This design comes from an exercise in tuning for small area and a short achievable clock period on the open sky130 flow, not from production work. Only simulation tests tie the RTL to the original design; equivalence was not proved.

==> flow/design.v, too long to show whole: its modules and the start of the top module <==
// module simple_ntt_core: 975 lines
// module ntt_fa: 4 lines
// module ntt_ha: 4 lines
module simple_ntt_core #(
  parameter int data_width      = 32,
  parameter int max_buffer_size = 4,
  parameter int modulus         = 3329,
  parameter int root            = 1729
) (
  input  logic                               clk,
  input  logic                               reset,
  input  logic [data_width-1:0]              input_buffer0,
  input  logic [data_width-1:0]              input_buffer1,
  input  logic [data_width-1:0]              input_buffer2,
  input  logic [data_width-1:0]              input_buffer3,
  input  logic [$clog2(max_buffer_size)-1:0] index,
  output logic [data_width-1:0]              output_buffer
);
  // ...
==> flow/run.sh <==
#!/bin/bash
# synth_recipe.tcl (not shown) runs the flow's synth.tcl, then flattens the netlist and writes it again
# the make line also repeats each setting of config.mk as NAME=value (left out here)
make -C /OpenROAD-flow-scripts/flow DESIGN_CONFIG=/design/flow/config.mk WORK_HOME=/design/flow/orfs CLKGATE_MAP_FILE= SYNTH_SCRIPT=/design/flow/synth_recipe.tcl finish
==> flow/config.mk <==
export PLATFORM = sky130hd
export DESIGN_NAME = simple_ntt_core
export DESIGN_NICKNAME = simple_ntt_core
export VERILOG_FILES = /design/flow/design.v
export SDC_FILE = /design/flow/constraint.sdc
export NUM_CORES = 4
export LEC_CHECK = 0
export CAP_MARGIN = 20
export CORE_MARGIN = 2
export CORE_UTILIZATION = 40
export SLEW_MARGIN = 20
export SYNTH_HIERARCHICAL = 1
export SYNTH_MINIMUM_KEEP_SIZE = 0
==> flow/constraint.sdc <==
create_clock -name core_clock -period 55.0 [get_ports {clk}]
set_input_delay 11.0000 -clock core_clock [delete_from_list [all_inputs] [get_ports {clk}]]
set_output_delay 11.0000 -clock core_clock [all_outputs]
set_load 0.01 [all_outputs]
==> impl_metrics.csv, run 1 <==
group,metric,value,unit
critical_path,crit_path_top_delay_cell,"fa_1",
logic_synthesis,async_reset_ff_frac,0.2453,
sta,timing.hold.ws,0.7486,ns
clock_network,cts_setup_buffers,0,
placed_design,place_congestion,0.9258,
sta,min_period,17.08,ns
sta,maxSlewHeadroom,0.6161,
logic_synthesis,synth_xor_xnor_area_share,0.08982,
grt,grt-ovfl-total,0,
critical_path,endpoint_kind,"flip-flop",
placed_design,dpl_cell_area,12140,um^2
grt,grt_max_degree,39,
logic_synthesis,synth_common_cells,"294 x fa_1, 86 x ha_1, 80 x inv_1",
critical_path,r2r-end,"out_r[10]",
logic_synthesis,ys_types,44,
sta,rsz0062_at_grt,"false",
layout,largestClassByArea,"multi-input gates",
routing,initialDrtViolationCount,241,
grt,use_met1,0.2257,
critical_path,crit_end,"rt[8]",
sta,setup_violations,0,
grt,use_met3,0.02747,
logic_synthesis,synth_area_per_cell,12.98,um^2
placed_design,place_inst,1263,
clock_network,clk_latency,0.30,ns
layout,multi_input_area_share,0.7182,
logic_synthesis,synth-adder-area-share,0.6672,
routing,dr.max_layer_used,"met4",
critical_path,arrival,17.26,ns
layout,nClkBuffers,6,
outcome,status,"finished clean",
sta,finalSetupTns,0,ns
layout,reg_top3,"rs x19, rt x19, out_r x12",
sta,finalClockSkew,0.007258,ns
grt,top_usage_layer,"met2",
layout,final_core_util,0.4758,
routing,drt-total-wl,20.56,mm
die,die_y,165.5,um
logic_synthesis,synth_edf_count,0,
hold_path,min_delay_path_depth,1,
==> run 2, diff against run 1 <==
==> flow/design.v (replaced) <==
module simple_ntt_core #(
  parameter int data_width      = 32,
  parameter int max_buffer_size = 4,
  parameter int modulus         = 3329,
  parameter int root            = 1729
) (
  input  logic                               clk,
  input  logic                               reset,
  input  logic [data_width-1:0]              input_buffer0,
  input  logic [data_width-1:0]              input_buffer1,
  input  logic [data_width-1:0]              input_buffer2,
  input  logic [data_width-1:0]              input_buffer3,
  input  logic [$clog2(max_buffer_size)-1:0] index,
  output logic [data_width-1:0]              output_buffer
);
  logic [20:0] rs;
  logic [20:0] rt;
  logic [1:0] k_r;
  logic v_r;
  wire k0x = index[0];
  wire x1 = input_buffer2[0] ^ k0x;
  wire x2 = input_buffer2[1] ^ k0x;
  wire x3 = input_buffer2[2] ^ k0x;
  wire x4 = input_buffer2[3] ^ k0x;
  wire x5 = input_buffer2[4] ^ k0x;
  wire x6 = input_buffer2[5] ^ k0x;
  wire x7 = input_buffer2[6] ^ k0x;
  wire x8 = input_buffer2[7] ^ k0x;
  wire x9 = input_buffer2[8] ^ k0x;
  wire x10 = input_buffer2[9] ^ k0x;
  wire x11 = input_buffer2[10] ^ k0x;
  wire x12 = input_buffer2[11] ^ k0x;
  wire x13 = input_buffer2[12] ^ k0x;
  wire x14 = input_buffer2[13] ^ k0x;
  wire x15 = input_buffer2[14] ^ k0x;
  wire x16 = input_buffer2[15] ^ k0x;
  wire x17 = input_buffer2[16] ^ k0x;
  wire x18 = input_buffer2[17] ^ k0x;
  wire x19 = input_buffer2[18] ^ k0x;
  wire x20 = input_buffer2[19] ^ k0x;
  wire x21 = input_buffer2[20] ^ k0x;
  wire x22 = input_buffer2[21] ^ k0x;
  wire x23 = input_buffer2[22] ^ k0x;
  wire x24 = input_buffer2[23] ^ k0x;
  wire x25 = input_buffer2[24] ^ k0x;
  wire x26 = input_buffer2[25] ^ k0x;
  wire x27 = input_buffer2[26] ^ k0x;
  wire x28 = input_buffer2[27] ^ k0x;
  wire x29 = input_buffer2[28] ^ k0x;
  wire x30 = input_buffer2[29] ^ k0x;
  wire x31 = input_buffer2[30] ^ k0x;
  wire x32 = input_buffer2[31] ^ k0x;
  wire s33, c33;
  ntt_ha u33 (.a(input_buffer0[12]), .b(x13), .s(s33), .co(c33));
  wire s34, c34;
  ntt_fa u34 (.a(input_buffer0[13]), .b(x14), .c(c33), .s(s34), .co(c34));
  wire s35, c35;
  ntt_fa u35 (.a(input_buffer0[14]), .b(x15), .c(c34), .s(s35), .co(c35));
  wire s36, c36;
  ntt_fa u36 (.a(input_buffer0[15]), .b(x16), .c(c35), .s(s36), .co(c36));
  wire s37, c37;
  ntt_fa u37 (.a(input_buffer0[16]), .b(x17), .c(c36), .s(s37), .co(c37));
  wire s38, c38;
  ntt_ha u38 (.a(input_buffer0[17]), .b(x18), .s(s38), .co(c38));
  wire s39, c39;
  ntt_fa u39 (.a(input_buffer0[18]), .b(x19), .c(c38), .s(s39), .co(c39));
  wire s40, c40;
  ntt_fa u40 (.a(input_buffer0[19]), .b(x20), .c(c39), .s(s40), .co(c40));
  wire s41, c41;
  ntt_fa u41 (.a(input_buffer0[20]), .b(x21), .c(c40), .s(s41), .co(c41));
  wire s42, c42;
  ntt_fa u42 (.a(input_buffer0[21]), .b(x22), .c(c41), .s(s42), .co(c42));
  wire s43, c43;
  ntt_ha u43 (.a(input_buffer0[22]), .b(x23), .s(s43), .co(c43));
  wire s44, c44;
  ntt_fa u44 (.a(input_buffer0[23]), .b(x24), .c(c43), .s(s44), .co(c44));
  wire s45, c45;
  ntt_fa u45 (.a(input_buffer0[24]), .b(x25), .c(c44), .s(s45), .co(c45));
  wire s46, c46;
  ntt_fa u46 (.a(input_buffer0[25]), .b(x26), .c(c45), .s(s46), .co(c46));
  wire s47, c47;
  ntt_fa u47 (.a(input_buffer0[26]), .b(x27), .c(c46), .s(s47), .co(c47));
  wire s48, c48;
  ntt_ha u48 (.a(input_buffer0[27]), .b(x28), .s(s48), .co(c48));
  wire s49, c49;
  ntt_fa u49 (.a(input_buffer0[28]), .b(x29), .c(c48), .s(s49), .co(c49));
  wire s50, c50;
  ntt_fa u50 (.a(input_buffer0[29]), .b(x30), .c(c49), .s(s50), .co(c50));
  wire s51, c51;
  ntt_fa u51 (.a(input_buffer0[30]), .b(x31), .c(c50), .s(s51), .co(c51));
  wire s52, c52;
  ntt_fa u52 (.a(input_buffer0[31]), .b(x32), .c(c51), .s(s52), .co(c52));
  wire s53, c53;
  ntt_fa u53 (.a(input_buffer0[0]), .b(k0x), .c(x1), .s(s53), .co(c53));
  wire i54 = ~s33;
  wire s55, c55;
  ntt_fa u55 (.a(i54), .b(s53), .c(s39), .s(s55), .co(c55));
  wire i56 = ~s35;
  wire s57, c57;
  ntt_fa u57 (.a(i56), .b(s50), .c(s55), .s(s57), .co(c57));
  wire s58, c58;
  ntt_ha u58 (.a(s41), .b(s57), .s(s58), .co(c58));
  wire s59, c59;
  ntt_fa u59 (.a(input_buffer0[1]), .b(x2), .c(s48), .s(s59), .co(c59));
  wire i60 = ~s34;
  wire s61, c61;
  ntt_fa u61 (.a(c53), .b(i60), .c(s59), .s(s61), .co(c61));
  wire s62, c62;
  ntt_fa u62 (.a(s40), .b(c55), .c(s61), .s(s62), .co(c62));
  wire i63 = ~s36;
  wire s64, c64;
  ntt_fa u64 (.a(i63), .b(s51), .c(c57), .s(s64), .co(c64));
  wire s65, c65;
  ntt_fa u65 (.a(s62), .b(c47), .c(s42), .s(s65), .co(c65));
  wire s66, c66;
  ntt_ha u66 (.a(c58), .b(s64), .s(s66), .co(c66));
  wire s67, c67;
  ntt_fa u67 (.a(input_buffer0[2]), .b(x3), .c(s43), .s(s67), .co(c67));
  wire s68, c68;
  ntt_fa u68 (.a(s49), .b(c59), .c(s67), .s(s68), .co(c68));
  wire s69, c69;
  ntt_fa u69 (.a(i56), .b(c61), .c(s68), .s(s69), .co(c69));
  wire s70, c70;
  ntt_fa u70 (.a(s41), .b(c62), .c(s69), .s(s70), .co(c70));
  wire s71, c71;
  ntt_fa u71 (.a(c42), .b(s52), .c(c64), .s(s71), .co(c71));
  wire s72, c72;
  ntt_fa u72 (.a(s70), .b(c65), .c(c66), .s(s72), .co(c72));
  wire s73 = s37 ^ s71;
  wire c74 = ~s37 & s71;
  wire i75 = ~s38;
  wire s76, c76;
  ntt_fa u76 (.a(input_buffer0[3]), .b(x4), .c(i75), .s(s76), .co(c76));
  wire s77, c77;
  ntt_fa u77 (.a(s44), .b(c67), .c(s76), .s(s77), .co(c77));
  wire s78, c78;
  ntt_fa u78 (.a(s50), .b(c68), .c(s77), .s(s78), .co(c78));
  wire s79, c79;
  ntt_fa u79 (.a(c69), .b(c52), .c(s78), .s(s79), .co(c79));
  wire i80 = ~s42;
  wire s81, c81;
  ntt_fa u81 (.a(s36), .b(c37), .c(i80), .s(s81), .co(c81));
  wire s82, c82;
  ntt_fa u82 (.a(c70), .b(s79), .c(c71), .s(s82), .co(c82));
  wire i83 = ~s81;
  wire s84, c84;
  ntt_fa u84 (.a(i83), .b(c72), .c(c74), .s(s84), .co(c84));
  wire s85, c85;
  ntt_fa u85 (.a(input_buffer0[4]), .b(x5), .c(s43), .s(s85), .co(c85));
  wire i86 = ~s39;
  wire s87, c87;
  ntt_fa u87 (.a(i86), .b(c76), .c(s85), .s(s87), .co(c87));
  wire s88, c88;
  ntt_fa u88 (.a(s45), .b(c77), .c(s87), .s(s88), .co(c88));
  wire s89, c89;
  ntt_fa u89 (.a(s51), .b(c78), .c(s88), .s(s89), .co(c89));
  wire s90, c90;
  ntt_fa u90 (.a(c42), .b(c79), .c(s89), .s(s90), .co(c90));
  wire i91 = ~s90;
  wire s92, c92;
  ntt_fa u92 (.a(s37), .b(c81), .c(i91), .s(s92), .co(c92));
  wire s93, c93;
  ntt_ha u93 (.a(c82), .b(c84), .s(s93), .co(c93));
  wire s94, c94;
  ntt_fa u94 (.a(input_buffer0[5]), .b(x6), .c(i75), .s(s94), .co(c94));
  wire s95, c95;
  ntt_fa u95 (.a(s44), .b(c85), .c(s94), .s(s95), .co(c95));
  wire i96 = ~s40;
  wire s97, c97;
  ntt_fa u97 (.a(i96), .b(c87), .c(s95), .s(s97), .co(c97));
  wire s98, c98;
  ntt_fa u98 (.a(s46), .b(c88), .c(s97), .s(s98), .co(c98));
  wire i99 = ~c37;
  wire s100, c100;
  ntt_fa u100 (.a(i99), .b(s52), .c(c89), .s(s100), .co(c100));
  wire s101, c101;
  ntt_fa u101 (.a(s98), .b(c90), .c(s100), .s(s101), .co(c101));
  wire s102 = s101 ^ c92;
  wire c103 = s101 & ~c92;
  wire s104, c104;
  ntt_fa u104 (.a(input_buffer0[6]), .b(x7), .c(c94), .s(s104), .co(c104));
  wire s105, c105;
  ntt_fa u105 (.a(s45), .b(c95), .c(s104), .s(s105), .co(c105));
  wire s106, c106;
  ntt_fa u106 (.a(c97), .b(s105), .c(c52), .s(s106), .co(c106));
  wire i107 = ~s47;
  wire s108, c108;
  ntt_fa u108 (.a(s39), .b(s41), .c(i107), .s(s108), .co(c108));
  wire s109, c109;
  ntt_fa u109 (.a(c98), .b(s106), .c(c100), .s(s109), .co(c109));
  wire i110 = ~s108;
  wire s111, c111;
  ntt_fa u111 (.a(i110), .b(c101), .c(s109), .s(s111), .co(c111));
  wire s112, c112;
  ntt_fa u112 (.a(input_buffer0[7]), .b(x8), .c(s48), .s(s112), .co(c112));
  wire s113, c113;
  ntt_fa u113 (.a(s112), .b(i96), .c(c104), .s(s113), .co(c113));
  wire s114, c114;
  ntt_fa u114 (.a(s46), .b(c105), .c(s113), .s(s114), .co(c114));
  wire s115, c115;
  ntt_fa u115 (.a(c47), .b(s114), .c(c106), .s(s115), .co(c115));
  wire i116 = ~s115;
  wire s117, c117;
  ntt_fa u117 (.a(s42), .b(c108), .c(i116), .s(s117), .co(c117));
  wire s118 = c109 ^ s117;
  wire c119 = c109 & ~s117;
  wire s120, c120;
  ntt_fa u120 (.a(input_buffer0[8]), .b(x9), .c(i54), .s(s120), .co(c120));
  wire s121, c121;
  ntt_fa u121 (.a(s39), .b(s49), .c(c112), .s(s121), .co(c121));
  wire s122, c122;
  ntt_fa u122 (.a(s43), .b(s35), .c(s50), .s(s122), .co(c122));
  wire s123, c123;
  ntt_fa u123 (.a(s120), .b(s121), .c(c113), .s(s123), .co(c123));
  wire i124 = ~c114;
  wire s125, c125;
  ntt_fa u125 (.a(s122), .b(c42), .c(i124), .s(s125), .co(c125));
  wire i126 = ~s125;
  wire s127, c127;
  ntt_fa u127 (.a(s123), .b(c115), .c(i126), .s(s127), .co(c127));
  wire s128 = c117 ^ s127;
  wire c129 = ~c117 & s127;
  wire s130, c130;
  ntt_fa u130 (.a(input_buffer0[9]), .b(x10), .c(c120), .s(s130), .co(c130));
  wire s131, c131;
  ntt_fa u131 (.a(s34), .b(s44), .c(i96), .s(s131), .co(c131));
  wire s132, c132;
  ntt_fa u132 (.a(s36), .b(s51), .c(c122), .s(s132), .co(c132));
  wire i133 = ~s131;
  wire s134, c134;
  ntt_fa u134 (.a(c121), .b(s130), .c(i133), .s(s134), .co(c134));
  wire i135 = ~c123;
  wire s136, c136;
  ntt_fa u136 (.a(s47), .b(i135), .c(s132), .s(s136), .co(c136));
  wire i137 = ~s134;
  wire s138, c138;
  ntt_fa u138 (.a(i137), .b(c125), .c(s136), .s(s138), .co(c138));
  wire s139 = s138 ^ c127;
  wire c140 = ~s138 & c127;
  wire s141, c141;
  ntt_fa u141 (.a(input_buffer0[10]), .b(x11), .c(s33), .s(s141), .co(c141));
  wire i142 = ~s141;
  wire s143, c143;
  ntt_fa u143 (.a(s48), .b(s39), .c(i142), .s(s143), .co(c143));
  wire i144 = ~c130;
  wire s145, c145;
  ntt_fa u145 (.a(s45), .b(i144), .c(s143), .s(s145), .co(c145));
  wire s146, c146;
  ntt_fa u146 (.a(c131), .b(c47), .c(s145), .s(s146), .co(c146));
  wire s147, c147;
  ntt_fa u147 (.a(s37), .b(s52), .c(c132), .s(s147), .co(c147));
  wire s148, c148;
  ntt_fa u148 (.a(s146), .b(s147), .c(c136), .s(s148), .co(c148));
  wire i149 = ~c134;
  wire s150, c150;
  ntt_fa u150 (.a(i149), .b(c138), .c(s148), .s(s150), .co(c150));
  wire s151, c151;
  ntt_fa u151 (.a(input_buffer0[11]), .b(x12), .c(i75), .s(s151), .co(c151));
  wire i152 = ~s49;
  wire s153, c153;
  ntt_fa u153 (.a(s34), .b(i152), .c(c141), .s(s153), .co(c153));
  wire i154 = ~s151;
  wire s155, c155;
  ntt_fa u155 (.a(i154), .b(s40), .c(c143), .s(s155), .co(c155));
  wire s156, c156;
  ntt_fa u156 (.a(s46), .b(c145), .c(s155), .s(s156), .co(c156));
  wire i157 = ~s153;
  wire s158, c158;
  ntt_fa u158 (.a(i157), .b(c37), .c(c52), .s(s158), .co(c158));
  wire s159, c159;
  ntt_fa u159 (.a(c146), .b(s156), .c(c147), .s(s159), .co(c159));
  wire s160, c160;
  ntt_fa u160 (.a(s158), .b(s159), .c(c148), .s(s160), .co(c160));
  wire i161 = ~c155;
  wire s162, c162;
  ntt_fa u162 (.a(c151), .b(c153), .c(i161), .s(s162), .co(c162));
  wire i163 = ~s162;
  wire s164, c164;
  ntt_fa u164 (.a(c156), .b(c158), .c(i163), .s(s164), .co(c164));
  wire s165 = c159 ^ s164;
  wire c166 = ~(c159 | s164);
  wire s167 = c162 ^ c164;
  wire c168 = c162 & ~c164;
  wire s169, c169;
  ntt_ha u169 (.a(s47), .b(s58), .s(s169), .co(c169));
  wire s170, c170;
  ntt_fa u170 (.a(s65), .b(s66), .c(c169), .s(s170), .co(c170));
  wire i171 = ~s73;
  wire s172, c172;
  ntt_fa u172 (.a(s72), .b(i171), .c(c170), .s(s172), .co(c172));
  wire s173, c173;
  ntt_fa u173 (.a(s82), .b(s84), .c(c172), .s(s173), .co(c173));
  wire i174 = ~s92;
  wire s175, c175;
  ntt_fa u175 (.a(i174), .b(s93), .c(c173), .s(s175), .co(c175));
  wire s176 = c93 ^ s102;
  wire c177 = c93 & ~s102;
  wire s178, c178;
  ntt_fa u178 (.a(c103), .b(s111), .c(c177), .s(s178), .co(c178));
  wire s179 = c111 ^ s118;
  wire c180 = c111 & ~s118;
  wire i181 = ~s128;
  wire s182, c182;
  ntt_fa u182 (.a(c119), .b(i181), .c(c180), .s(s182), .co(c182));
  wire s183 = c129 ^ s139;
  wire c184 = c129 & ~s139;
  wire i185 = ~s150;
  wire s186, c186;
  ntt_fa u186 (.a(c140), .b(i185), .c(c184), .s(s186), .co(c186));
  wire s187 = c150 ^ s160;
  wire c188 = ~(c150 | s160);
  wire i189 = ~c160;
  wire s190, c190;
  ntt_fa u190 (.a(i189), .b(s165), .c(c188), .s(s190), .co(c190));
  wire s191 = c166 ^ s167;
  wire c192 = c166 & ~s167;
  wire s193, c193;
  ntt_ha u193 (.a(c168), .b(c192), .s(s193), .co(c193));
  wire x194 = input_buffer3[0] ^ k0x;
  wire x195 = input_buffer3[1] ^ k0x;
  wire x196 = input_buffer3[2] ^ k0x;
  wire x197 = input_buffer3[3] ^ k0x;
  wire x198 = input_buffer3[4] ^ k0x;
  wire x199 = input_buffer3[5] ^ k0x;
  wire x200 = input_buffer3[6] ^ k0x;
  wire x201 = input_buffer3[7] ^ k0x;
  wire x202 = input_buffer3[8] ^ k0x;
  wire x203 = input_buffer3[9] ^ k0x;
  wire x204 = input_buffer3[10] ^ k0x;
  wire x205 = input_buffer3[11] ^ k0x;
  wire x206 = input_buffer3[12] ^ k0x;
  wire x207 = input_buffer3[13] ^ k0x;
  wire x208 = input_buffer3[14] ^ k0x;
  wire x209 = input_buffer3[15] ^ k0x;
  wire x210 = input_buffer3[16] ^ k0x;
  wire x211 = input_buffer3[17] ^ k0x;
  wire x212 = input_buffer3[18] ^ k0x;
  wire x213 = input_buffer3[19] ^ k0x;
  wire x214 = input_buffer3[20] ^ k0x;
  wire x215 = input_buffer3[21] ^ k0x;
  wire x216 = input_buffer3[22] ^ k0x;
  wire x217 = input_buffer3[23] ^ k0x;
  wire x218 = input_buffer3[24] ^ k0x;
  wire x219 = input_buffer3[25] ^ k0x;
  wire x220 = input_buffer3[26] ^ k0x;
  wire x221 = input_buffer3[27] ^ k0x;
  wire x222 = input_buffer3[28] ^ k0x;
  wire x223 = input_buffer3[29] ^ k0x;
  wire x224 = input_buffer3[30] ^ k0x;
  wire x225 = input_buffer3[31] ^ k0x;
  wire s226, c226;
  ntt_ha u226 (.a(input_buffer1[12]), .b(x206), .s(s226), .co(c226));
  wire s227, c227;
  ntt_fa u227 (.a(input_buffer1[13]), .b(x207), .c(c226), .s(s227), .co(c227));
  wire s228, c228;
  ntt_fa u228 (.a(input_buffer1[14]), .b(x208), .c(c227), .s(s228), .co(c228));
  wire s229, c229;
  ntt_fa u229 (.a(input_buffer1[15]), .b(x209), .c(c228), .s(s229), .co(c229));
  wire s230, c230;
  ntt_fa u230 (.a(input_buffer1[16]), .b(x210), .c(c229), .s(s230), .co(c230));
  wire s231, c231;
  ntt_ha u231 (.a(input_buffer1[17]), .b(x211), .s(s231), .co(c231));
  wire s232, c232;
  ntt_fa u232 (.a(input_buffer1[18]), .b(x212), .c(c231), .s(s232), .co(c232));
  wire s233, c233;
  ntt_fa u233 (.a(input_buffer1[19]), .b(x213), .c(c232), .s(s233), .co(c233));
  wire s234, c234;
  ntt_fa u234 (.a(input_buffer1[20]), .b(x214), .c(c233), .s(s234), .co(c234));
  wire s235, c235;
  ntt_fa u235 (.a(input_buffer1[21]), .b(x215), .c(c234), .s(s235), .co(c235));
  wire s236, c236;
  ntt_ha u236 (.a(input_buffer1[22]), .b(x216), .s(s236), .co(c236));
  wire s237, c237;
  ntt_fa u237 (.a(input_buffer1[23]), .b(x217), .c(c236), .s(s237), .co(c237));
  wire s238, c238;
  ntt_fa u238 (.a(input_buffer1[24]), .b(x218), .c(c237), .s(s238), .co(c238));
  wire s239, c239;
  ntt_fa u239 (.a(input_buffer1[25]), .b(x219), .c(c238), .s(s239), .co(c239));
  wire s240, c240;
  ntt_fa u240 (.a(input_buffer1[26]), .b(x220), .c(c239), .s(s240), .co(c240));
  wire s241, c241;
  ntt_ha u241 (.a(input_buffer1[27]), .b(x221), .s(s241), .co(c241));
  wire s242, c242;
  ntt_fa u242 (.a(input_buffer1[28]), .b(x222), .c(c241), .s(s242), .co(c242));
  wire s243, c243;
  ntt_fa u243 (.a(input_buffer1[29]), .b(x223), .c(c242), .s(s243), .co(c243));
  wire s244, c244;
  ntt_fa u244 (.a(input_buffer1[30]), .b(x224), .c(c243), .s(s244), .co(c244));
  wire s245, c245;
  ntt_fa u245 (.a(input_buffer1[31]), .b(x225), .c(c244), .s(s245), .co(c245));
  wire s246, c246;
  ntt_fa u246 (.a(input_buffer1[0]), .b(k0x), .c(x194), .s(s246), .co(c246));
  wire i247 = ~s226;
  wire s248, c248;
  ntt_fa u248 (.a(i247), .b(s246), .c(s232), .s(s248), .co(c248));
  wire i249 = ~s228;
  wire s250, c250;
  ntt_fa u250 (.a(i249), .b(s243), .c(s248), .s(s250), .co(c250));
  wire s251, c251;
  ntt_ha u251 (.a(s234), .b(s250), .s(s251), .co(c251));
  wire s252, c252;
  ntt_fa u252 (.a(input_buffer1[1]), .b(x195), .c(s241), .s(s252), .co(c252));
  wire i253 = ~s227;
  wire s254, c254;
  ntt_fa u254 (.a(c246), .b(i253), .c(s252), .s(s254), .co(c254));
  wire s255, c255;
  ntt_fa u255 (.a(s233), .b(c248), .c(s254), .s(s255), .co(c255));
  wire i256 = ~s229;
  wire s257, c257;
  ntt_fa u257 (.a(i256), .b(s244), .c(c250), .s(s257), .co(c257));
  wire s258, c258;
  ntt_fa u258 (.a(s255), .b(c240), .c(s235), .s(s258), .co(c258));
  wire s259, c259;
  ntt_ha u259 (.a(c251), .b(s257), .s(s259), .co(c259));
  wire s260, c260;
  ntt_fa u260 (.a(input_buffer1[2]), .b(x196), .c(s236), .s(s260), .co(c260));
  wire s261, c261;
  ntt_fa u261 (.a(s242), .b(c252), .c(s260), .s(s261), .co(c261));
  wire s262, c262;
  ntt_fa u262 (.a(i249), .b(c254), .c(s261), .s(s262), .co(c262));
  wire s263, c263;
  ntt_fa u263 (.a(s234), .b(c255), .c(s262), .s(s263), .co(c263));
  wire s264, c264;
  ntt_fa u264 (.a(c235), .b(s245), .c(c257), .s(s264), .co(c264));
  wire s265, c265;
  ntt_fa u265 (.a(s263), .b(c258), .c(c259), .s(s265), .co(c265));
  wire s266 = s230 ^ s264;
  wire c267 = ~s230 & s264;
  wire i268 = ~s231;
  wire s269, c269;
  ntt_fa u269 (.a(input_buffer1[3]), .b(x197), .c(i268), .s(s269), .co(c269));
  wire s270, c270;
  ntt_fa u270 (.a(s237), .b(c260), .c(s269), .s(s270), .co(c270));
  wire s271, c271;
  ntt_fa u271 (.a(s243), .b(c261), .c(s270), .s(s271), .co(c271));
  wire s272, c272;
  ntt_fa u272 (.a(c262), .b(c245), .c(s271), .s(s272), .co(c272));
  wire i273 = ~s235;
  wire s274, c274;
  ntt_fa u274 (.a(s229), .b(c230), .c(i273), .s(s274), .co(c274));
  wire s275, c275;
  ntt_fa u275 (.a(c263), .b(s272), .c(c264), .s(s275), .co(c275));
  wire i276 = ~s274;
  wire s277, c277;
  ntt_fa u277 (.a(i276), .b(c265), .c(c267), .s(s277), .co(c277));
  wire s278, c278;
  ntt_fa u278 (.a(input_buffer1[4]), .b(x198), .c(s236), .s(s278), .co(c278));
  wire i279 = ~s232;
  wire s280, c280;
  ntt_fa u280 (.a(i279), .b(c269), .c(s278), .s(s280), .co(c280));
  wire s281, c281;
  ntt_fa u281 (.a(s238), .b(c270), .c(s280), .s(s281), .co(c281));
  wire s282, c282;
  ntt_fa u282 (.a(s244), .b(c271), .c(s281), .s(s282), .co(c282));
  wire s283, c283;
  ntt_fa u283 (.a(c235), .b(c272), .c(s282), .s(s283), .co(c283));
  wire i284 = ~s283;
  wire s285, c285;
  ntt_fa u285 (.a(s230), .b(c274), .c(i284), .s(s285), .co(c285));
  wire s286, c286;
  ntt_ha u286 (.a(c275), .b(c277), .s(s286), .co(c286));
  wire s287, c287;
  ntt_fa u287 (.a(input_buffer1[5]), .b(x199), .c(i268), .s(s287), .co(c287));
  wire s288, c288;
  ntt_fa u288 (.a(s237), .b(c278), .c(s287), .s(s288), .co(c288));
  wire i289 = ~s233;
  wire s290, c290;
  ntt_fa u290 (.a(i289), .b(c280), .c(s288), .s(s290), .co(c290));
  wire s291, c291;
  ntt_fa u291 (.a(s239), .b(c281), .c(s290), .s(s291), .co(c291));
  wire i292 = ~c230;
  wire s293, c293;
  ntt_fa u293 (.a(i292), .b(s245), .c(c282), .s(s293), .co(c293));
  wire s294, c294;
  ntt_fa u294 (.a(s291), .b(c283), .c(s293), .s(s294), .co(c294));
  wire s295 = s294 ^ c285;
  wire c296 = s294 & ~c285;
  wire s297, c297;
  ntt_fa u297 (.a(input_buffer1[6]), .b(x200), .c(c287), .s(s297), .co(c297));
  wire s298, c298;
  ntt_fa u298 (.a(s238), .b(c288), .c(s297), .s(s298), .co(c298));
  wire s299, c299;
  ntt_fa u299 (.a(c290), .b(s298), .c(c245), .s(s299), .co(c299));
  wire i300 = ~s240;
  wire s301, c301;
  ntt_fa u301 (.a(s232), .b(s234), .c(i300), .s(s301), .co(c301));
  wire s302, c302;
  ntt_fa u302 (.a(c291), .b(s299), .c(c293), .s(s302), .co(c302));
  wire i303 = ~s301;
  wire s304, c304;
  ntt_fa u304 (.a(i303), .b(c294), .c(s302), .s(s304), .co(c304));
  wire s305, c305;
  ntt_fa u305 (.a(input_buffer1[7]), .b(x201), .c(s241), .s(s305), .co(c305));
  wire s306, c306;
  ntt_fa u306 (.a(s305), .b(i289), .c(c297), .s(s306), .co(c306));
  wire s307, c307;
  ntt_fa u307 (.a(s239), .b(c298), .c(s306), .s(s307), .co(c307));
  wire s308, c308;
  ntt_fa u308 (.a(c240), .b(s307), .c(c299), .s(s308), .co(c308));
  wire i309 = ~s308;
  wire s310, c310;
  ntt_fa u310 (.a(s235), .b(c301), .c(i309), .s(s310), .co(c310));
  wire s311 = c302 ^ s310;
  wire c312 = c302 & ~s310;
  wire s313, c313;
  ntt_fa u313 (.a(input_buffer1[8]), .b(x202), .c(i247), .s(s313), .co(c313));
  wire s314, c314;
  ntt_fa u314 (.a(s232), .b(s242), .c(c305), .s(s314), .co(c314));
  wire s315, c315;
  ntt_fa u315 (.a(s236), .b(s228), .c(s243), .s(s315), .co(c315));
  wire s316, c316;
  ntt_fa u316 (.a(s313), .b(s314), .c(c306), .s(s316), .co(c316));
  wire i317 = ~c307;
  wire s318, c318;
  ntt_fa u318 (.a(s315), .b(c235), .c(i317), .s(s318), .co(c318));
  wire i319 = ~s318;
  wire s320, c320;
  ntt_fa u320 (.a(s316), .b(c308), .c(i319), .s(s320), .co(c320));
  wire s321 = c310 ^ s320;
  wire c322 = ~c310 & s320;
  wire s323, c323;
  ntt_fa u323 (.a(input_buffer1[9]), .b(x203), .c(c313), .s(s323), .co(c323));
  wire s324, c324;
  ntt_fa u324 (.a(s227), .b(s237), .c(i289), .s(s324), .co(c324));
  wire s325, c325;
  ntt_fa u325 (.a(s229), .b(s244), .c(c315), .s(s325), .co(c325));
  wire i326 = ~s324;
  wire s327, c327;
  ntt_fa u327 (.a(c314), .b(s323), .c(i326), .s(s327), .co(c327));
  wire i328 = ~c316;
  wire s329, c329;
  ntt_fa u329 (.a(s240), .b(i328), .c(s325), .s(s329), .co(c329));
  wire i330 = ~s327;
  wire s331, c331;
  ntt_fa u331 (.a(i330), .b(c318), .c(s329), .s(s331), .co(c331));
  wire s332 = s331 ^ c320;
  wire c333 = ~s331 & c320;
  wire s334, c334;
  ntt_fa u334 (.a(input_buffer1[10]), .b(x204), .c(s226), .s(s334), .co(c334));
  wire i335 = ~s334;
  wire s336, c336;
  ntt_fa u336 (.a(s241), .b(s232), .c(i335), .s(s336), .co(c336));
  wire i337 = ~c323;
  wire s338, c338;
  ntt_fa u338 (.a(s238), .b(i337), .c(s336), .s(s338), .co(c338));
  wire s339, c339;
  ntt_fa u339 (.a(c324), .b(c240), .c(s338), .s(s339), .co(c339));
  wire s340, c340;
  ntt_fa u340 (.a(s230), .b(s245), .c(c325), .s(s340), .co(c340));
  wire s341, c341;
  ntt_fa u341 (.a(s339), .b(s340), .c(c329), .s(s341), .co(c341));
  wire i342 = ~c327;
  wire s343, c343;
  ntt_fa u343 (.a(i342), .b(c331), .c(s341), .s(s343), .co(c343));
  wire s344, c344;
  ntt_fa u344 (.a(input_buffer1[11]), .b(x205), .c(i268), .s(s344), .co(c344));
  wire i345 = ~s242;
  wire s346, c346;
  ntt_fa u346 (.a(s227), .b(i345), .c(c334), .s(s346), .co(c346));
  wire i347 = ~s344;
  wire s348, c348;
  ntt_fa u348 (.a(i347), .b(s233), .c(c336), .s(s348), .co(c348));
  wire s349, c349;
  ntt_fa u349 (.a(s239), .b(c338), .c(s348), .s(s349), .co(c349));
  wire i350 = ~s346;
  wire s351, c351;
  ntt_fa u351 (.a(i350), .b(c230), .c(c245), .s(s351), .co(c351));
  wire s352, c352;
  ntt_fa u352 (.a(c339), .b(s349), .c(c340), .s(s352), .co(c352));
  wire s353, c353;
  ntt_fa u353 (.a(s351), .b(s352), .c(c341), .s(s353), .co(c353));
  wire i354 = ~c348;
  wire s355, c355;
  ntt_fa u355 (.a(c344), .b(c346), .c(i354), .s(s355), .co(c355));
  wire i356 = ~s355;
  wire s357, c357;
  ntt_fa u357 (.a(c349), .b(c351), .c(i356), .s(s357), .co(c357));
  wire s358 = c352 ^ s357;
  wire c359 = ~(c352 | s357);
  wire s360 = c355 ^ c357;
  wire c361 = c355 & ~c357;
  wire s362, c362;
  ntt_ha u362 (.a(s240), .b(s251), .s(s362), .co(c362));
  wire s363, c363;
  ntt_fa u363 (.a(s258), .b(s259), .c(c362), .s(s363), .co(c363));
  wire i364 = ~s266;
  wire s365, c365;
  ntt_fa u365 (.a(s265), .b(i364), .c(c363), .s(s365), .co(c365));
  wire s366, c366;
  ntt_fa u366 (.a(s275), .b(s277), .c(c365), .s(s366), .co(c366));
  wire i367 = ~s285;
  wire s368, c368;
  ntt_fa u368 (.a(i367), .b(s286), .c(c366), .s(s368), .co(c368));
  wire s369 = c286 ^ s295;
  wire c370 = c286 & ~s295;
  wire s371, c371;
  ntt_fa u371 (.a(c296), .b(s304), .c(c370), .s(s371), .co(c371));
  wire s372 = c304 ^ s311;
  wire c373 = c304 & ~s311;
  wire i374 = ~s321;
  wire s375, c375;
  ntt_fa u375 (.a(c312), .b(i374), .c(c373), .s(s375), .co(c375));
  wire s376 = c322 ^ s332;
  wire c377 = c322 & ~s332;
  wire i378 = ~s343;
  wire s379, c379;
  ntt_fa u379 (.a(c333), .b(i378), .c(c377), .s(s379), .co(c379));
  wire s380 = c343 ^ s353;
  wire c381 = ~(c343 | s353);
  wire i382 = ~c353;
  wire s383, c383;
  ntt_fa u383 (.a(i382), .b(s358), .c(c381), .s(s383), .co(c383));
  wire s384 = c359 ^ s360;
  wire c385 = c359 & ~s360;
  wire s386, c386;
  ntt_ha u386 (.a(c361), .b(c385), .s(s386), .co(c386));
  always_ff @(posedge clk) begin
    rs <= {c193, s193, s191, c190, s190, s187, c186, s186, s183, c182, s182, s179, c178, s178, s176, c175, s175, s173, s172, s170, s169};
    rt <= {c386, s386, s384, c383, s383, s380, c379, s379, s376, c375, s375, s372, c371, s371, s369, c368, s368, s366, s365, s363, s362};
    k_r <= index;
  end
  always_ff @(posedge clk or posedge reset) begin
    if (reset) v_r <= 1'b0;
    else       v_r <= 1'b1;
  end
  wire m387 = (k_r[1] ? (k_r[0] ? ~rt[1] : ~rt[0]) : (k_r[0] ? rt[1] : rt[0]));
  wire m388 = (k_r[1] ? (k_r[0] ? rt[10] : rt[19]) : (k_r[0] ? ~rt[10] : ~rt[19]));
  wire m389 = (k_r[1] ? (k_r[0] ? ~rt[20] : 1'b0) : (k_r[0] ? rt[20] : 1'b0));
  wire m390 = (k_r[1] ? (k_r[0] ? ~rt[2] : ~rt[1]) : (k_r[0] ? rt[2] : rt[1]));
  wire m391 = (k_r[1] ? (k_r[0] ? rt[8] : rt[17]) : (k_r[0] ? ~rt[8] : ~rt[17]));
  wire m392 = (k_r[1] ? (k_r[0] ? ~rt[9] : ~rt[18]) : (k_r[0] ? rt[9] : rt[18]));
  wire m393 = (k_r[1] ? (k_r[0] ? rt[11] : rt[20]) : (k_r[0] ? ~rt[11] : ~rt[20]));
  wire m394 = (k_r[1] ? (k_r[0] ? ~rt[12] : 1'b0) : (k_r[0] ? rt[12] : 1'b0));
  wire m395 = (k_r[1] ? (k_r[0] ? ~rt[19] : 1'b0) : (k_r[0] ? rt[19] : 1'b0));
  wire m396 = (k_r[1] ? (k_r[0] ? ~rt[3] : ~rt[2]) : (k_r[0] ? rt[3] : rt[2]));
  wire m397 = (k_r[1] ? (k_r[0] ? rt[10] : rt[19]) : (k_r[0] ? ~rt[10] : ~rt[19]));
  wire m398 = (k_r[1] ? (k_r[0] ? rt[13] : 1'b0) : (k_r[0] ? ~rt[13] : 1'b0));
  wire m399 = (k_r[1] ? (k_r[0] ? ~rt[20] : 1'b0) : (k_r[0] ? rt[20] : 1'b0));
  wire m400 = (k_r[1] ? (k_r[0] ? ~rt[4] : ~rt[3]) : (k_r[0] ? rt[4] : rt[3]));
  wire m401 = (k_r[1] ? (k_r[0] ? rt[11] : rt[20]) : (k_r[0] ? ~rt[11] : ~rt[20]));
  wire m402 = (k_r[1] ? (k_r[0] ? ~rt[12] : 1'b0) : (k_r[0] ? rt[12] : 1'b0));
  wire m403 = (k_r[1] ? (k_r[0] ? rt[14] : 1'b0) : (k_r[0] ? ~rt[14] : 1'b0));
  wire m404 = (k_r[1] ? (k_r[0] ? rt[15] : 1'b0) : (k_r[0] ? ~rt[15] : 1'b0));
  wire m405 = (k_r[1] ? (k_r[0] ? ~rt[5] : ~rt[4]) : (k_r[0] ? rt[5] : rt[4]));
  wire m406 = (k_r[1] ? (k_r[0] ? rt[6] : 1'b0) : (k_r[0] ? ~rt[6] : 1'b0));
  wire m407 = (k_r[1] ? (k_r[0] ? rt[13] : 1'b0) : (k_r[0] ? ~rt[13] : 1'b0));
  wire m408 = (k_r[1] ? (k_r[0] ? rt[16] : 1'b0) : (k_r[0] ? ~rt[16] : 1'b0));
  wire m409 = (k_r[1] ? (k_r[0] ? ~rt[7] : ~rt[5]) : (k_r[0] ? rt[7] : rt[5]));
  wire m410 = (k_r[1] ? (k_r[0] ? rt[14] : rt[6]) : (k_r[0] ? ~rt[14] : ~rt[6]));
  wire m411 = (k_r[1] ? (k_r[0] ? rt[15] : 1'b0) : (k_r[0] ? ~rt[15] : 1'b0));
  wire m412 = (k_r[1] ? (k_r[0] ? rt[17] : 1'b0) : (k_r[0] ? ~rt[17] : 1'b0));
  wire m413 = (k_r[1] ? (k_r[0] ? ~rt[18] : 1'b0) : (k_r[0] ? rt[18] : 1'b0));
  wire m414 = (k_r[1] ? (k_r[0] ? rt[0] : ~rt[7]) : (k_r[0] ? ~rt[0] : rt[7]));
  wire m415 = (k_r[1] ? (k_r[0] ? ~rt[8] : 1'b0) : (k_r[0] ? rt[8] : 1'b0));
  wire m416 = (k_r[1] ? (k_r[0] ? rt[9] : 1'b0) : (k_r[0] ? ~rt[9] : 1'b0));
  wire m417 = (k_r[1] ? (k_r[0] ? rt[16] : 1'b0) : (k_r[0] ? ~rt[16] : 1'b0));
  wire m418 = (k_r[1] ? (k_r[0] ? rt[19] : 1'b0) : (k_r[0] ? ~rt[19] : 1'b0));
  wire m419 = (k_r[1] ? (k_r[0] ? ~rt[1] : ~rt[8]) : (k_r[0] ? rt[1] : rt[8]));
  wire m420 = (k_r[1] ? (k_r[0] ? rt[10] : rt[9]) : (k_r[0] ? ~rt[10] : ~rt[9]));
  wire m421 = (k_r[1] ? (k_r[0] ? rt[17] : 1'b0) : (k_r[0] ? ~rt[17] : 1'b0));
  wire m422 = (k_r[1] ? (k_r[0] ? ~rt[18] : 1'b0) : (k_r[0] ? rt[18] : 1'b0));
  wire m423 = (k_r[1] ? (k_r[0] ? ~rt[20] : 1'b0) : (k_r[0] ? rt[20] : 1'b0));
  wire m424 = (k_r[1] ? (k_r[0] ? ~rt[19] : rt[19]) : (k_r[0] ? rt[19] : ~rt[19]));
  wire m425 = (k_r[1] ? (k_r[0] ? ~rt[2] : ~rt[10]) : (k_r[0] ? rt[2] : rt[10]));
  wire m426 = (k_r[1] ? (k_r[0] ? rt[11] : 1'b0) : (k_r[0] ? ~rt[11] : 1'b0));
  wire m427 = (k_r[1] ? (k_r[0] ? ~rt[12] : 1'b0) : (k_r[0] ? rt[12] : 1'b0));
  wire m428 = (k_r[1] ? (k_r[0] ? rt[20] : rt[20]) : (k_r[0] ? ~rt[20] : ~rt[20]));
  wire m429 = (k_r[1] ? (k_r[0] ? ~rt[0] : ~rt[11]) : (k_r[0] ? rt[0] : rt[11]));
  wire m430 = (k_r[1] ? (k_r[0] ? ~rt[3] : rt[12]) : (k_r[0] ? rt[3] : ~rt[12]));
  wire m431 = (k_r[1] ? (k_r[0] ? rt[8] : rt[17]) : (k_r[0] ? ~rt[8] : ~rt[17]));
  wire m432 = (k_r[1] ? (k_r[0] ? ~rt[9] : ~rt[18]) : (k_r[0] ? rt[9] : rt[18]));
  wire m433 = (k_r[1] ? (k_r[0] ? rt[13] : 1'b0) : (k_r[0] ? ~rt[13] : 1'b0));
  wire m434 = (k_r[1] ? (k_r[0] ? ~rt[4] : ~rt[13]) : (k_r[0] ? rt[4] : rt[13]));
  wire m435 = (k_r[1] ? (k_r[0] ? rt[14] : 1'b0) : (k_r[0] ? ~rt[14] : 1'b0));
  wire m436 = (k_r[1] ? (k_r[0] ? rt[15] : 1'b0) : (k_r[0] ? ~rt[15] : 1'b0));
  wire m437 = (k_r[1] ? (k_r[0] ? rt[0] : ~rt[14]) : (k_r[0] ? ~rt[0] : rt[14]));
  wire m438 = (k_r[1] ? (k_r[0] ? ~rt[5] : ~rt[15]) : (k_r[0] ? rt[5] : rt[15]));
  wire m439 = (k_r[1] ? (k_r[0] ? rt[6] : ~rt[17]) : (k_r[0] ? ~rt[6] : rt[17]));
  wire m440 = (k_r[1] ? (k_r[0] ? ~rt[8] : rt[18]) : (k_r[0] ? rt[8] : ~rt[18]));
  wire m441 = (k_r[1] ? (k_r[0] ? rt[9] : 1'b0) : (k_r[0] ? ~rt[9] : 1'b0));
  wire m442 = (k_r[1] ? (k_r[0] ? rt[16] : 1'b0) : (k_r[0] ? ~rt[16] : 1'b0));
  wire m443 = (k_r[1] ? (k_r[0] ? rt[19] : 1'b0) : (k_r[0] ? ~rt[19] : 1'b0));
  wire m444 = (k_r[1] ? (k_r[0] ? ~rt[7] : ~rt[16]) : (k_r[0] ? rt[7] : rt[16]));
  wire m445 = (k_r[1] ? (k_r[0] ? rt[17] : 1'b0) : (k_r[0] ? ~rt[17] : 1'b0));
  wire m446 = (k_r[1] ? (k_r[0] ? ~rt[18] : 1'b0) : (k_r[0] ? rt[18] : 1'b0));
  wire kc447 = (k_r[1] ? (k_r[0] ? 1'b0 : 1'b0) : (k_r[0] ? 1'b0 : 1'b1));
  wire kc448 = (k_r[1] ? (k_r[0] ? 1'b0 : 1'b1) : (k_r[0] ? 1'b0 : 1'b1));
  wire kc449 = (k_r[1] ? (k_r[0] ? 1'b1 : 1'b0) : (k_r[0] ? 1'b1 : 1'b1));
  wire kc450 = (k_r[1] ? (k_r[0] ? 1'b1 : 1'b1) : (k_r[0] ? 1'b1 : 1'b0));
  wire kc451 = (k_r[1] ? (k_r[0] ? 1'b0 : 1'b0) : (k_r[0] ? 1'b1 : 1'b1));
  wire kc452 = (k_r[1] ? (k_r[0] ? 1'b1 : 1'b0) : (k_r[0] ? 1'b0 : 1'b1));
  wire kc453 = (k_r[1] ? (k_r[0] ? 1'b1 : 1'b1) : (k_r[0] ? 1'b1 : 1'b0));
  wire kc454 = (k_r[1] ? (k_r[0] ? 1'b0 : 1'b1) : (k_r[0] ? 1'b0 : 1'b0));
  wire i455 = ~rs[19];
  wire s456, c456;
  ntt_fa u456 (.a(rs[0]), .b(i455), .c(kc447), .s(s456), .co(c456));
  wire s457, c457;
  ntt_fa u457 (.a(m387), .b(m388), .c(m389), .s(s457), .co(c457));
  wire i458 = ~rs[17];
  wire s459, c459;
  ntt_fa u459 (.a(rs[1]), .b(i458), .c(rs[18]), .s(s459), .co(c459));
  wire s460, c460;
  ntt_fa u460 (.a(m390), .b(m391), .c(m392), .s(s460), .co(c460));
  wire s461, c461;
  ntt_fa u461 (.a(m393), .b(m394), .c(m395), .s(s461), .co(c461));
  wire i462 = ~rs[20];
  wire s463, c463;
  ntt_fa u463 (.a(i462), .b(s459), .c(c456), .s(s463), .co(c463));
  wire s464, c464;
  ntt_fa u464 (.a(c457), .b(s460), .c(s461), .s(s464), .co(c464));
  wire s465, c465;
  ntt_fa u465 (.a(rs[2]), .b(i455), .c(kc448), .s(s465), .co(c465));
  wire s466, c466;
  ntt_fa u466 (.a(m396), .b(m397), .c(m398), .s(s466), .co(c466));
  wire s467, c467;
  ntt_fa u467 (.a(m399), .b(c459), .c(s465), .s(s467), .co(c467));
  wire s468, c468;
  ntt_fa u468 (.a(c460), .b(c461), .c(s466), .s(s468), .co(c468));
  wire s469, c469;
  ntt_fa u469 (.a(c463), .b(s467), .c(c464), .s(s469), .co(c469));
  wire s470, c470;
  ntt_fa u470 (.a(rs[3]), .b(i462), .c(kc449), .s(s470), .co(c470));
  wire s471, c471;
  ntt_fa u471 (.a(m400), .b(m401), .c(m402), .s(s471), .co(c471));
  wire s472, c472;
  ntt_fa u472 (.a(m403), .b(m404), .c(c465), .s(s472), .co(c472));
  wire s473, c473;
  ntt_fa u473 (.a(s470), .b(c466), .c(s471), .s(s473), .co(c473));
  wire s474, c474;
  ntt_fa u474 (.a(c467), .b(s472), .c(c468), .s(s474), .co(c474));
  wire s475, c475;
  ntt_ha u475 (.a(s473), .b(c469), .s(s475), .co(c475));
  wire s476 = rs[4] ^ m405;
  wire c477 = rs[4] | m405;
  wire s478, c478;
  ntt_fa u478 (.a(m406), .b(m407), .c(m408), .s(s478), .co(c478));
  wire s479, c479;
  ntt_fa u479 (.a(c470), .b(c471), .c(s478), .s(s479), .co(c479));
  wire s480, c480;
  ntt_fa u480 (.a(c472), .b(c473), .c(s479), .s(s480), .co(c480));
  wire s481, c481;
  ntt_fa u481 (.a(c474), .b(s480), .c(c475), .s(s481), .co(c481));
  wire s482, c482;
  ntt_fa u482 (.a(rs[5]), .b(m409), .c(m410), .s(s482), .co(c482));
  wire s483, c483;
  ntt_fa u483 (.a(m411), .b(m412), .c(m413), .s(s483), .co(c483));
  wire s484, c484;
  ntt_fa u484 (.a(c477), .b(c478), .c(s482), .s(s484), .co(c484));
  wire s485, c485;
  ntt_fa u485 (.a(s483), .b(c479), .c(s484), .s(s485), .co(c485));
  wire i486 = ~rs[6];
  wire s487, c487;
  ntt_fa u487 (.a(i486), .b(c480), .c(s485), .s(s487), .co(c487));
  wire s488, c488;
  ntt_fa u488 (.a(rs[7]), .b(kc450), .c(m414), .s(s488), .co(c488));
  wire s489, c489;
  ntt_fa u489 (.a(m415), .b(m416), .c(m417), .s(s489), .co(c489));
  wire s490, c490;
  ntt_fa u490 (.a(m418), .b(c482), .c(c483), .s(s490), .co(c490));
  wire s491, c491;
  ntt_fa u491 (.a(s488), .b(s489), .c(c484), .s(s491), .co(c491));
  wire s492, c492;
  ntt_fa u492 (.a(s490), .b(s491), .c(c485), .s(s492), .co(c492));
  wire i493 = ~rs[9];
  wire s494, c494;
  ntt_fa u494 (.a(rs[8]), .b(i493), .c(kc451), .s(s494), .co(c494));
  wire s495, c495;
  ntt_fa u495 (.a(m419), .b(m420), .c(m421), .s(s495), .co(c495));
  wire s496, c496;
  ntt_fa u496 (.a(m422), .b(m423), .c(s494), .s(s496), .co(c496));
  wire s497, c497;
  ntt_fa u497 (.a(c488), .b(c489), .c(s495), .s(s497), .co(c497));
  wire s498, c498;
  ntt_fa u498 (.a(c490), .b(s496), .c(s497), .s(s498), .co(c498));
  wire s499, c499;
  ntt_ha u499 (.a(c491), .b(s498), .s(s499), .co(c499));
  wire s500, c500;
  ntt_fa u500 (.a(rs[10]), .b(m424), .c(m425), .s(s500), .co(c500));
  wire s501, c501;
  ntt_fa u501 (.a(i455), .b(m426), .c(m427), .s(s501), .co(c501));
  wire s502, c502;
  ntt_fa u502 (.a(c494), .b(c495), .c(s500), .s(s502), .co(c502));
  wire s503, c503;
  ntt_fa u503 (.a(s501), .b(c496), .c(c497), .s(s503), .co(c503));
  wire s504, c504;
  ntt_fa u504 (.a(s502), .b(s503), .c(c498), .s(s504), .co(c504));
  wire s505, c505;
  ntt_fa u505 (.a(rs[12]), .b(rs[17]), .c(rs[20]), .s(s505), .co(c505));
  wire s506, c506;
  ntt_fa u506 (.a(rs[11]), .b(rs[18]), .c(kc452), .s(s506), .co(c506));
  wire s507, c507;
  ntt_fa u507 (.a(m428), .b(m429), .c(m430), .s(s507), .co(c507));
  wire s508, c508;
  ntt_fa u508 (.a(m431), .b(m432), .c(m433), .s(s508), .co(c508));
  wire s509, c509;
  ntt_fa u509 (.a(s506), .b(c500), .c(c501), .s(s509), .co(c509));
  wire i510 = ~s505;
  wire s511, c511;
  ntt_fa u511 (.a(i510), .b(s507), .c(s508), .s(s511), .co(c511));
  wire s512, c512;
  ntt_fa u512 (.a(c502), .b(s509), .c(s511), .s(s512), .co(c512));
  wire s513, c513;
  ntt_ha u513 (.a(c503), .b(s512), .s(s513), .co(c513));
  wire s514, c514;
  ntt_fa u514 (.a(rs[13]), .b(kc453), .c(m434), .s(s514), .co(c514));
  wire i515 = ~c505;
  wire s516, c516;
  ntt_fa u516 (.a(i515), .b(m435), .c(m436), .s(s516), .co(c516));
  wire s517, c517;
  ntt_fa u517 (.a(c506), .b(c507), .c(c508), .s(s517), .co(c517));
  wire s518, c518;
  ntt_fa u518 (.a(s514), .b(s516), .c(c509), .s(s518), .co(c518));
  wire s519, c519;
  ntt_fa u519 (.a(c511), .b(s517), .c(s518), .s(s519), .co(c519));
  wire s520, c520;
  ntt_ha u520 (.a(c512), .b(c513), .s(s520), .co(c520));
  wire s521, c521;
  ntt_fa u521 (.a(rs[14]), .b(rs[15]), .c(rs[17]), .s(s521), .co(c521));
  wire s522, c522;
  ntt_fa u522 (.a(kc454), .b(m437), .c(m438), .s(s522), .co(c522));
  wire s523, c523;
  ntt_fa u523 (.a(m439), .b(m440), .c(m441), .s(s523), .co(c523));
  wire s524, c524;
  ntt_fa u524 (.a(m442), .b(m443), .c(s521), .s(s524), .co(c524));
  wire s525, c525;
  ntt_fa u525 (.a(c514), .b(c516), .c(s522), .s(s525), .co(c525));
  wire i526 = ~rs[18];
  wire s527, c527;
  ntt_fa u527 (.a(i526), .b(s523), .c(s524), .s(s527), .co(c527));
  wire s528, c528;
  ntt_fa u528 (.a(c517), .b(s525), .c(s527), .s(s528), .co(c528));
  wire s529, c529;
  ntt_fa u529 (.a(c518), .b(s528), .c(c519), .s(s529), .co(c529));
  wire s530, c530;
  ntt_fa u530 (.a(rs[16]), .b(c521), .c(m444), .s(s530), .co(c530));
  wire s531, c531;
  ntt_fa u531 (.a(m445), .b(m446), .c(c522), .s(s531), .co(c531));
  wire s532, c532;
  ntt_fa u532 (.a(c523), .b(c524), .c(s530), .s(s532), .co(c532));
  wire s533, c533;
  ntt_fa u533 (.a(c525), .b(s531), .c(c527), .s(s533), .co(c533));
  wire s534, c534;
  ntt_fa u534 (.a(s532), .b(c528), .c(s533), .s(s534), .co(c534));
  wire s535, c535;
  ntt_fa u535 (.a(c530), .b(c531), .c(c532), .s(s535), .co(c535));
  wire s536, c536;
  ntt_ha u536 (.a(c533), .b(s535), .s(s536), .co(c536));
  wire s537, c537;
  ntt_ha u537 (.a(s456), .b(s457), .s(s537), .co(c537));
  wire s538, c538;
  ntt_fa u538 (.a(s463), .b(s464), .c(c537), .s(s538), .co(c538));
  wire s539, c539;
  ntt_fa u539 (.a(s468), .b(s469), .c(c538), .s(s539), .co(c539));
  wire s540, c540;
  ntt_fa u540 (.a(s474), .b(s475), .c(c539), .s(s540), .co(c540));
  wire i541 = ~s476;
  wire s542, c542;
  ntt_fa u542 (.a(i541), .b(s481), .c(c540), .s(s542), .co(c542));
  wire s543, c543;
  ntt_fa u543 (.a(c481), .b(s487), .c(c542), .s(s543), .co(c543));
  wire s544, c544;
  ntt_fa u544 (.a(c487), .b(s492), .c(c543), .s(s544), .co(c544));
  wire s545, c545;
  ntt_fa u545 (.a(c492), .b(s499), .c(c544), .s(s545), .co(c545));
  wire s546, c546;
  ntt_fa u546 (.a(c499), .b(s504), .c(c545), .s(s546), .co(c546));
  wire s547, c547;
  ntt_fa u547 (.a(c504), .b(s513), .c(c546), .s(s547), .co(c547));
  wire s548, c548;
  ntt_fa u548 (.a(s519), .b(s520), .c(c547), .s(s548), .co(c548));
  wire s549, c549;
  ntt_fa u549 (.a(c520), .b(s529), .c(c548), .s(s549), .co(c549));
  wire s550, c550;
  ntt_fa u550 (.a(c529), .b(s534), .c(c549), .s(s550), .co(c550));
  wire s551, c551;
  ntt_fa u551 (.a(c534), .b(s536), .c(c550), .s(s551), .co(c551));
  wire s552, c552;
  ntt_fa u552 (.a(c535), .b(c536), .c(c551), .s(s552), .co(c552));
  wire [4:0] hv553 = {c552, s552, s551, s550, s549};
  logic [11:0] tv;
  always_comb begin
    case (hv553)
      5'd0: tv = 12'd0;
      5'd1: tv = 12'd2048;
      5'd2: tv = 12'd767;
      5'd3: tv = 12'd2815;
      5'd4: tv = 12'd1534;
      5'd5: tv = 12'd253;
      5'd6: tv = 12'd2301;
      5'd7: tv = 12'd1020;
      5'd8: tv = 12'd3068;
      5'd9: tv = 12'd1787;
      5'd10: tv = 12'd506;
      5'd11: tv = 12'd2554;
      5'd12: tv = 12'd1273;
      5'd13: tv = 12'd3321;
      5'd14: tv = 12'd2040;
      5'd15: tv = 12'd759;
      5'd16: tv = 12'd2807;
      5'd17: tv = 12'd1526;
      5'd18: tv = 12'd245;
      5'd19: tv = 12'd2293;
      5'd20: tv = 12'd1012;
      5'd21: tv = 12'd3060;
      5'd22: tv = 12'd1779;
      5'd23: tv = 12'd498;
      5'd24: tv = 12'd2546;
      5'd25: tv = 12'd1265;
      5'd26: tv = 12'd3313;
      5'd27: tv = 12'd2032;
      default: tv = 12'd0;
    endcase
  end
  wire s554, c554;
  ntt_ha u554 (.a(s537), .b(tv[0]), .s(s554), .co(c554));
  wire s555, c555;
  ntt_fa u555 (.a(s538), .b(tv[1]), .c(c554), .s(s555), .co(c555));
  wire s556, c556;
  ntt_fa u556 (.a(s539), .b(tv[2]), .c(c555), .s(s556), .co(c556));
  wire s557, c557;
  ntt_fa u557 (.a(s540), .b(tv[3]), .c(c556), .s(s557), .co(c557));
  wire s558, c558;
  ntt_fa u558 (.a(s542), .b(tv[4]), .c(c557), .s(s558), .co(c558));
  wire s559, c559;
  ntt_fa u559 (.a(s543), .b(tv[5]), .c(c558), .s(s559), .co(c559));
  wire s560, c560;
  ntt_fa u560 (.a(s544), .b(tv[6]), .c(c559), .s(s560), .co(c560));
  wire s561, c561;
  ntt_fa u561 (.a(s545), .b(tv[7]), .c(c560), .s(s561), .co(c561));
  wire s562, c562;
  ntt_fa u562 (.a(s546), .b(tv[8]), .c(c561), .s(s562), .co(c562));
  wire s563, c563;
  ntt_fa u563 (.a(s547), .b(tv[9]), .c(c562), .s(s563), .co(c563));
  wire s564, c564;
  ntt_fa u564 (.a(s548), .b(tv[10]), .c(c563), .s(s564), .co(c564));
  wire s565, c565;
  ntt_ha u565 (.a(tv[11]), .b(c564), .s(s565), .co(c565));
  wire [12:0] y566 = {c565, s565, s564, s563, s562, s561, s560, s559, s558, s557, s556, s555, s554};
  logic [12:0] y_r;
  always_ff @(posedge clk or posedge reset) begin
    if (reset) y_r <= '0;
    else       y_r <= y566 & {13{v_r}};
  end
  wire [13:0] yq = {1'b0, y_r} - 14'd3329;
  assign output_buffer = {20'd0, yq[13] ? y_r[11:0] : yq[11:0]};
endmodule
module ntt_fa (input logic a, input logic b, input logic c, output logic s, output logic co);
  assign s  = a ^ b ^ c;
  assign co = (a & b) | (a & c) | (b & c);
endmodule
module ntt_ha (input logic a, input logic b, output logic s, output logic co);
  assign s  = a ^ b;
  assign co = a & b;
endmodule
==> flow/flow/run.sh (new file) <==
#!/bin/bash
# The standard layout (standard.sh), except that the port buffers are
# made from the smallest buffer cell, and timing repair aims for a setup
# slack of 40 ns (a 15 ns period) instead of 0.
export BUFFER_PORTS_ARGS="-buffer_cell sky130_fd_sc_hd__buf_1"
export SETUP_SLACK_MARGIN=40
bash standard.sh > standard.log 2>&1
==> flow/standard.sh (new file) <==
#!/bin/bash
# synth_recipe.tcl (not shown) runs the flow's synth.tcl, then flattens the netlist and writes it again
# the make line also repeats each setting of config.mk as NAME=value (left out here)
make -C /OpenROAD-flow-scripts/flow DESIGN_CONFIG=/design/flow/config.mk WORK_HOME=/design/flow/orfs CLKGATE_MAP_FILE= SYNTH_SCRIPT=/design/flow/synth_recipe.tcl "${@:-finish}"
==> flow/config.mk (replaced) <==
export PLATFORM = sky130hd
export DESIGN_NAME = simple_ntt_core
export DESIGN_NICKNAME = simple_ntt_core
export VERILOG_FILES = /design/flow/design.v
export SDC_FILE = /design/flow/constraint.sdc
export NUM_CORES = 4
export LEC_CHECK = 0
export CAP_MARGIN = 20
export CORE_MARGIN = 2
export CORE_UTILIZATION = 40
export CTS_BUF_LIST = sky130_fd_sc_hd__clkbuf_4
export SLEW_MARGIN = 20
export SYNTH_HIERARCHICAL = 1
export SYNTH_MINIMUM_KEEP_SIZE = 0
removed: flow/run.sh
==> run 2 against run 1 <==
- critical path type unchanged
- clock skew grew 0.00073 ns
- synthesized cell count increased by 0.75%
- register-to-register slack better by 0.85 ns
- largest cell class unchanged
- routed wire length up 1.1%
- critical endpoint is now rs[10]
==> impl_metrics.csv, run 2 <==
group,metric,value,unit
layout,reg_top3,"rs x21, rt x21, y_r x13",
hold_path,hp-class,"reg2reg",
job,cap_violations,0,
logic_synthesis,yosys_most_used_dff,"dfxtp_1",
critical_path,worst_path_most_repeated_cell,"fa_1",
die,start_util,0.4074,
sta,fmax,65.83,MHz
layout,drive_gt1_frac,0.1990,
clock_network,cts_buffers,9,
sta,rsz0062_at_grt,"true",
sta,worstMarginPinSlew,0.9574,ns
clock_network,cts.clk_slew.worst_paths,0.09,ns
layout,finalNetCount,1462,
sta,hold_violations,0,
sta,finalClockSkew,0.007990,ns
layout,syn2layout_area_growth,16.75,%
layout,final_cell_mix,"200 x fa_1, 142 x buf_1, 99 x inv_1, 83 x fa_2, 68 x xor2_1",
critical_path,cp_slowest_stage_delay,0.55,ns
routing,via_per_inst,4.496,
critical_path,endpoint_kind,"flip-flop",
logic_synthesis,synth.top_cell.area_share,0.5507,
placed_design,hpwl,18.43,mm
sta,maxSlewHeadroom,0.3617,
outcome,status,"finished clean",
logic_synthesis,synthTopCellsByArea,"fa_1 55%, dfxtp_1 8.6%, ha_1 8.1%",
grt,grt-ovfl-total,0,
die,ios,164,
sta,finalSetupTns,0,ns
logic_synthesis,async_reset_ff_frac,0.2414,
clock_network,htree_levels,3,
critical_path,worst_setup_path_start_kind,"input pin",
placed_design,numPortBuffers,143,
logic_synthesis,yosysSeqAreaShare,0.1197,
die,rows,58,
logic_synthesis,yosys.area.top_type,"fa_1",
logic_synthesis,synth.most_common_cell,"fa_1",
placed_design,place_congestion,0.9027,
logic_synthesis,synth_common_cells,"283 x fa_1, 116 x inv_1, 74 x xor2_1",
sta,timing.hold.ws,0.6958,ns
critical_path,crit_path_top_delay_cell,"fa_2",
die,die_y,164.4,um
logic_synthesis,synth_edf_count,0,
routing,initialDrtViolationCount,215,
grt,grt_max_degree,34,
routing,num_vias,5917,
sta,setup_violations,0,
routing,remaining_drc_errors,0,
routing,routedWlPerCell,15.79,um
clock_network,postCtsHoldBufs,0,
critical_path,criticalPathCategory,"in2reg",
grt,grt_pass1_vias,6642,
layout,final_common_cell,"fa_1",
die,die_area,27020,um^2
logic_synthesis,ys_ff_latch,58,
die,die_w,164.4,um
grt,grt_antenna_before_repair,1,
sta,finalMaxSlewViolations,0,
routing,drt-total-wl,20.78,mm
logic_synthesis,yosys_warnings,7,
logic_synthesis,synth_area,10290,um^2
sta,min_period,15.19,ns
critical_path,cp_cell_sequence,"clkbuf_16 -> buf_16 -> xor2_2 -> ha_2 -> inv_2 -> fa_1 -> fa_2 -> fa_2 -> fa_2 -> fa_1 -> inv_1 -> fa_1 -> inv_2 -> ha_4 -> ha_4 -> fa_1",
logic_synthesis,synthCells,810,
routing,first_pass_iters,4,
clock_network,clk_latency,0.43,ns
clock_network,cts_tree,"built",
clock_network,cts_buffer_depth,2,
critical_path,critPathRequiredTime,55.32,ns
grt,grt_pass1_wl,33.86,mm
die,core-area,25250,um^2
grt,track_usage,0.1657,
clock_network,clock_sinks,58,
critical_path,worst-path-max-fanout,6,
logic_synthesis,synth_area_per_cell,12.70,um^2
clock_network,cts_root_buf,"clkbuf_4",
critical_path,arrival,15.51,ns
sta,finalCritPeriodShare,0.2762,
logic_synthesis,ys_types,43,
routing,drtAntennaViolNets,0,
## run 2: changes by cell type after synthesis, moves of 5 or more
cell | before | now
a21oi_1 | 20 | 15
nor2_1 | 24 | 19
fa_1 | 294 | 283
nand2_1 | 14 | 7
mux2i_1 | 10 | 19
clkbuf_1 | 11 | 5
inv_1 | 80 | 116
buf_2 | 10 | 15
ha_1 | 86 | 67
## run 2: metrics by stage
stage               worst slack, ns  cell area, um^2  std cells    util
global route                  39.74            12010       1316  0.4756
CTS                           39.81            11880       1311  0.4706
finish                        39.81            12010       1316  0.4756
floorplan                     39.39            10560        829       -
detailed placement            38.40            11240       1262  0.4451
global placement              38.50            11240       1262  0.4451
## run 2: worst max-delay path, delay by kind of cell
family	cells	cell delay, ns
fa+ha+maj	10	3.91
buf+inv	5	0.45
xor+xnor	1	0.14
## run 2: metal layers
layer  GRT usage  vias to the layer above  routed length (um)
met2      0.2763                      159               10220
li1            -                     2755                   -
met5           0                        -                   0
met1      0.2306                     2982                9489
met4     0.04269                        0                 314
met3     0.02210                       21                 753
## run 2: layout make-up
| cell class | count | area [um^2] |
|---|---|---|
| Timing Repair Buffer | 182 | 973.4 |
| Multi-Input combinational cell | 611 | 8836 |
| Clock buffer | 12 | 90.09 |
| Clock inverter | 4 | 18.77 |
| Inverter | 118 | 445.4 |
| Antenna cell | 1 | 2.502 |
| Fill cell | 2294 | 13240 |
| Sequential cell | 58 | 1232 |
| Tap cell | 330 | 412.9 |
## run 2: path summary, 6_finish.rpt
kind | slack [ns] | startpoint | cells past startpoint | end
setup / recovery | 39.81 | index[0] | 16 | rs[10]
hold / removal | 0.70 | v_r | 1 | y_r[8]
setup reg to reg | 40.94 | k_r[1] | 33 | y_r[11]
hold reg to reg | 0.70 | v_r | 1 | y_r[8]
max in group asynchronous | 44.11 | reset | 2 | y_r[3]
min in group asynchronous | 10.55 | reset | 2 | y_r[8]
## run 2: modules after synthesis (local to each module, per instance)
module / cell area [um^2] / flip-flops and latches / copies in the design / cells inside
ntt_ha: 12.51 / 0 / 26 / 1
simple_ntt_core: 4298 / 58 / 1 / 501
ntt_fa: 20.02 / 0 / 283 / 1
## run 2: cells by family after synthesis
family          after synthesis  share of synthesized area
other cells                   2                  0.0007299
flops                        58                     0.1197
compound gates               47                    0.02748
fa+ha+maj                   350                     0.6321
buf+inv                     160                    0.06786
mux                          24                    0.02615
simple gates                 59                    0.03235
xor+xnor                    110                    0.09364
## run 2: timing repair
| item | in CTS | in global routing |
|---|---|---|
| setup buffers | 28 | 4 |
| pin swaps | 32 | 21 |
| resized for setup | 62 | 29 |
| cloned | 5 | 0 |
| setup endpoints to repair | 38 | 19 |

## re-timing with driven ports
The results above use ideal ports. As a check the final layouts listed here were re-extracted and re-timed, cells and wires unchanged.
Step 1 sets driving cells, clkbuf_16 on the clock port and buf_2 on the other inputs (assumed; they add their load-dependent delay and slew).
Step 2 adds t to the input delays and takes it off the output delays; t is the mean of the earliest and latest rising clock arrival at the registers after step 1. Input paths then give back, and output paths get back, about the clock's delay inside the block.
Slacks: ideal ports / drivers / drivers and shift; pairs: ideal ports / drivers.
run | t, ns | setup slack, ns | worst register clock-pin slew, ns | worst data-port slew with drivers (ns)
run 1 | 0.340 | 37.920 / 37.934 / 37.594 | 0.07 / 0.07 | 0.04
run 2 | 0.468 | 39.809 / 39.764 / 39.297 | 0.09 / 0.09 | 0.12
After both steps setup and hold are still met in every run listed. The setup slack of run 2, which loses most, moves by -0.045 ns with the drivers and by -0.512 ns with both steps.
